This design comes from an exercise in tuning for small area, a short achievable clock period and few clock cycles per item on the open sky130 flow, not from production work. RTL that was checked went through simulation tests only; none was proved equivalent to the original. Power is estimated from default activity; no workload was simulated.

==> flow/design.v (excerpt) <==
module gemm_top (
    input  logic           clk,
    input  logic           rst,
    input  logic           start,
    input  logic           p_wr_en,
    input  logic [1:0]     p_wr_addr,
    input  logic [31:0]    p_wr_data,
    input  logic           q_wr_en,
    input  logic [1:0]     q_wr_addr,
    input  logic [15:0]    q_wr_data,
    input  logic           r_wr_en,
    input  logic [1:0]     r_wr_addr,
    input  logic [127:0]   r_wr_data,
    input  logic           r_rd_en,
    input  logic [1:0]     r_rd_addr,
    output logic           busy,
    output logic           done,
    output logic [127:0]   c_out,
    output logic           c_valid
);
    logic [31:0]  p_mem [4];
    logic [23:0]  q_mem [4];       
    logic [23:0]  q_enc;           
    always_comb begin
        for (int x = 0; x < 4; x++) begin
            logic [3:0] b;
            b = q_wr_data[x*4 +: 4];
            q_enc[x*6 +: 6] = {(b[3] & ~b[2] & ~b[1]) | (~b[3] & b[2] & b[1]),
                               b[1] ^ b[2], b[1] & ~b[0], b[3], b[1], b[0]};
        end
    end
    logic [127:0] r_mem [4];
    logic [127:0] rd_q;
    logic         rd_v_q;
    logic         busy_q;
    logic         done_q;
    logic [2:0]   st;       
    logic         qsw;      
    logic         u_hold;   
    logic         a1_ok;    
    logic         w0;       
    logic         spec_set;
    logic         spec_drop;
    logic         p_swap;
    logic         q_swap;
    logic         qsw_nx;
    logic         wb_en;
    logic [1:0]   wb_e;
    logic [1:0]   rd_addr;
    assign w0        = (p_wr_en & ~p_wr_addr[1]) | (q_wr_en & ~q_wr_addr[1]);
    assign spec_set  = ~busy_q & ~start & ~qsw & a1_ok & ~w0;
    assign spec_drop = ~busy_q & ~start & qsw & w0;
    assign q_swap = busy_q ? (st <= 3'd2) : (start | spec_set | spec_drop);
  ...
Size: ~5,000 cells after synthesis, ~1,100 flip-flops, about 320 I/O pins.
Settings: LEC_CHECK=0, ABC_CLOCK_PERIOD_IN_PS=2800, CAP_MARGIN=20, CORE_MARGIN=2, CORE_UTILIZATION=50, SETUP_SLACK_MARGIN=2.2, SLEW_MARGIN=20; clock period 5.0 ns.
standard.sh (not shown) runs the stock make flow with config.mk's settings and CLKGATE_MAP_FILE= SYNTH_SCRIPT=/design/flow/synth_recipe.tcl, a recipe that flattens the netlist after the stock synthesis.
==> flow/flow/run.sh <==
#!/bin/bash
set -euo pipefail
export BUFFER_PORTS_ARGS="-buffer_cell sky130_fd_sc_hd__buf_2"
bash standard.sh finish > flow_make.log 2>&1
Next try:
- ABC_CLOCK_PERIOD_IN_PS: 2800 -> 2500
- SETUP_SLACK_MARGIN: 2.2 -> 2.5
Result:
- die area stays the same
- synthesized cell count is unchanged
- utilization is higher by 4.0 points
Function was not checked in any run of this note: the RTL went through the layout flow alone.

* * *

gemm_top, a different RTL version from the one above (not shown whole).
For scale: roughly 320 I/O pins.
==> flow/config.mk <==
export PLATFORM = sky130hd
export DESIGN_NAME = gemm_top
export DESIGN_NICKNAME = gemm_top
export VERILOG_FILES = /design/flow/design.v
export SDC_FILE = /design/flow/constraint.sdc
export NUM_CORES = 4
export LEC_CHECK = 0
export ABC_CLOCK_PERIOD_IN_PS = 2800
export CAP_MARGIN = 20
export CORE_MARGIN = 2
export CORE_UTILIZATION = 50
export CTS_CLUSTER_DIAMETER = 125
export CTS_CLUSTER_SIZE = 26
export SETUP_SLACK_MARGIN = 2.1
export SLEW_MARGIN = 20
==> flow/constraint.sdc <==
create_clock -name core_clock -period 5.0 [get_ports {clk}]
set_input_delay 1.0000 -clock core_clock [delete_from_list [all_inputs] [get_ports {clk}]]
set_output_delay 1.0000 -clock core_clock [all_outputs]
set_load 0.01 [all_outputs]
Scripts as last shown in full above: flow/flow/run.sh
Testbench counts at the start, summed over its fixed seeds: cycles 3,488, jobs 384.
==> next run, changes <==
- CTS_CLUSTER_DIAMETER: 125 -> 110
- CTS_CLUSTER_SIZE: 26 -> 22
Outcome:
- The new run completed without violations
- non-clock buffer count falls by 12
- worst setup slack gets better by 0.0030 ns
- register-to-register slack barely changes
- routed wire length falls by 0.36%
- power rises by 0.58%
- global-route usage barely changes

* * *

Another version of the RTL of gemm_top (not shown whole).
Size in the first run: roughly 970 flip-flops, roughly 320 I/O pins, ~53000 sq um of cells after synthesis.
Design gemm_top, start of the top module:
module gemm_top (
    input  logic           clk,
    input  logic           rst,
    input  logic           start,
    input  logic           p_wr_en,
    input  logic [1:0]     p_wr_addr,
    input  logic [31:0]    p_wr_data,
    input  logic           q_wr_en,
    input  logic [1:0]     q_wr_addr,
    input  logic [15:0]    q_wr_data,
    input  logic           r_wr_en,
    input  logic [1:0]     r_wr_addr,
    input  logic [127:0]   r_wr_data,
    input  logic           r_rd_en,
    input  logic [1:0]     r_rd_addr,
    output logic           busy,
    output logic           done,
    output logic [127:0]   c_out,
    output logic           c_valid
);
make LEC_CHECK=0 ABC_CLOCK_PERIOD_IN_PS=2800 CAP_MARGIN=20 CORE_MARGIN=2 CORE_UTILIZATION=40 SETUP_SLACK_MARGIN=1.7 SLEW_MARGIN=20 finish   # period 5.0 ns
run.sh (not shown) runs the stock make flow with config.mk's settings and CLKGATE_MAP_FILE= SYNTH_SCRIPT=/design/flow/synth_recipe.tcl, a recipe that flattens the netlist after the stock synthesis.
Stock flow here: none of the scripts above is used.
Edit:
Settings changed: ABC_CLOCK_PERIOD_IN_PS 2800 to not set, SETUP_SLACK_MARGIN 1.7 to not set.
Outcome:
- The new run went through all stages and came out clean
- setup slack gets worse by 0.62 ns
- count of clock-buffer cells in the layout came out lower by 19
- hold slack hardly moves
- cell area goes down by a little under a tenth
- synthesized area does not change
No run of this note included a check of the RTL's function; only the layout flow was run.

* * *

RTL: one of the versions met above, not the one the previous note started from.
For scale: about 5100 cells after synthesis, roughly 1100 flip-flops, roughly 320 I/O pins, roughly 59000 um^2 of cells after synthesis.
==> flow/config.mk <==
export PLATFORM = sky130hd
export DESIGN_NAME = gemm_top
export DESIGN_NICKNAME = gemm_top
export VERILOG_FILES = /design/flow/design.v
export SDC_FILE = /design/flow/constraint.sdc
export NUM_CORES = 4
export LEC_CHECK = 0
export ABC_CLOCK_PERIOD_IN_PS = 2800
export CAP_MARGIN = 20
export CORE_MARGIN = 2
export CORE_UTILIZATION = 50
export SETUP_SLACK_MARGIN = 2.2
export SLEW_MARGIN = 20
==> flow/constraint.sdc <==
create_clock -name core_clock -period 5.0 [get_ports {clk}]
set_input_delay 1.0000 -clock core_clock [delete_from_list [all_inputs] [get_ports {clk}]]
set_output_delay 1.0000 -clock core_clock [all_outputs]
set_load 0.01 [all_outputs]
standard.sh (not shown) runs the stock make flow with config.mk's settings and CLKGATE_MAP_FILE= SYNTH_SCRIPT=/design/flow/synth_recipe.tcl, a recipe that flattens the netlist after the stock synthesis.
Scripts as last shown in full above: flow/flow/run.sh
Testbench counts at the start, summed over its fixed seeds: cycles 3,488, jobs 384.
Rerun with:
ABC_CLOCK_PERIOD_IN_PS = 3000   (was 2800)
CTS_CLUSTER_DIAMETER = 110   (was not set)
CTS_CLUSTER_SIZE = 22   (was not set)
SETUP_SLACK_MARGIN = 1.9   (was 2.2)
Outcome: The new run completed without violations. Register-to-register slack loses 0.11 ns. Cell area goes down by 8.1%. Worst setup slack gets worse by 0.16 ns. Sequential power barely changes. Non-clock buffer count is lower by 191. Clock power decreases by 42%. Routed wire length shrinks by 6.7%.
Rerun with:
CTS_CLUSTER_DIAMETER = not set   (was 110)
CTS_CLUSTER_SIZE = not set   (was 22)
Wire length came out higher by 1.1%.
Power came out higher by 8.4%.
Sequential cell count stays the same.
Count of clock-buffer cells in the layout grows by 40.
Setup slack gains 0.064 ns.
Worst hold slack hardly moves.
Sequential power is about the same.
Rerun with:
ABC_CLOCK_PERIOD_IN_PS = 3300   (was 3000)
SETUP_SLACK_MARGIN = 1.6   (was 1.9)
After rerunning: Setup slack loses 0.19 ns. Sequential cell count stays the same. Sequential share of layout area rises by 0.89 points. Clock-buffer cell count rises by 13. Final cell count falls by 1.4%. Fmax falls by about 6%. Clock power rises by about 6%. Synthesized cell count is unchanged.

-- re-timing with driven ports --
No port has a modelled driver above. Below, the same layouts with a new extraction and two added sets of constraints.
Step 1 (the two cells are an assumption about what drives the block):
set clk [get_ports {clk}]
set_driving_cell -lib_cell sky130_fd_sc_hd__clkbuf_16 $clk
set_driving_cell -lib_cell sky130_fd_sc_hd__buf_2 [delete_from_list [all_inputs] $clk]
Step 2, shift: input delay + t, output delay - t, t = (earliest + latest rising clock arrival at the registers) / 2. This alone moves slack from input paths to output paths.
Three values: no drivers, after step 1, after step 2; two values: the first two.
| run | shift t [ns] | slack for setup (ns) | worst setup path after step 2 |
|---|---|---|---|
| the first run of note 1 | 0.778 | 1.742 / 1.742 / 1.609 | input to register |
| the second run of note 1 | 0.772 | 1.928 / 1.928 / 1.608 | input to register |
| the first run of note 2 | 0.750 | 2.018 / 2.046 / 1.315 | input to register |
| the second run of note 2 | 0.760 | 2.021 / 2.036 / 1.279 | input to register |
| the first run of note 3 | 0.790 | 1.050 / 1.057 / 0.304 | input to register |
| the second run of note 3 | 0.784 | 0.428 / 0.446 / -0.312 | input to register |
| the first run of note 4 | 0.771 | 2.054 / 2.054 / 1.407 | input to register |
| the second run of note 4 | 0.753 | 1.897 / 1.935 / 1.193 | input to register |
| the third run of note 4 | 0.776 | 1.961 / 1.961 / 1.264 | input to register |
| the fourth run of note 4 | 0.781 | 1.772 / 1.772 / 1.123 | input to register |
Met with ideal ports but missed after step 2: setup timing in the second run of note 3. The setup slack of the first run of note 3, which loses most, moves by +0.007 ns with the drivers and by -0.746 ns with both steps.
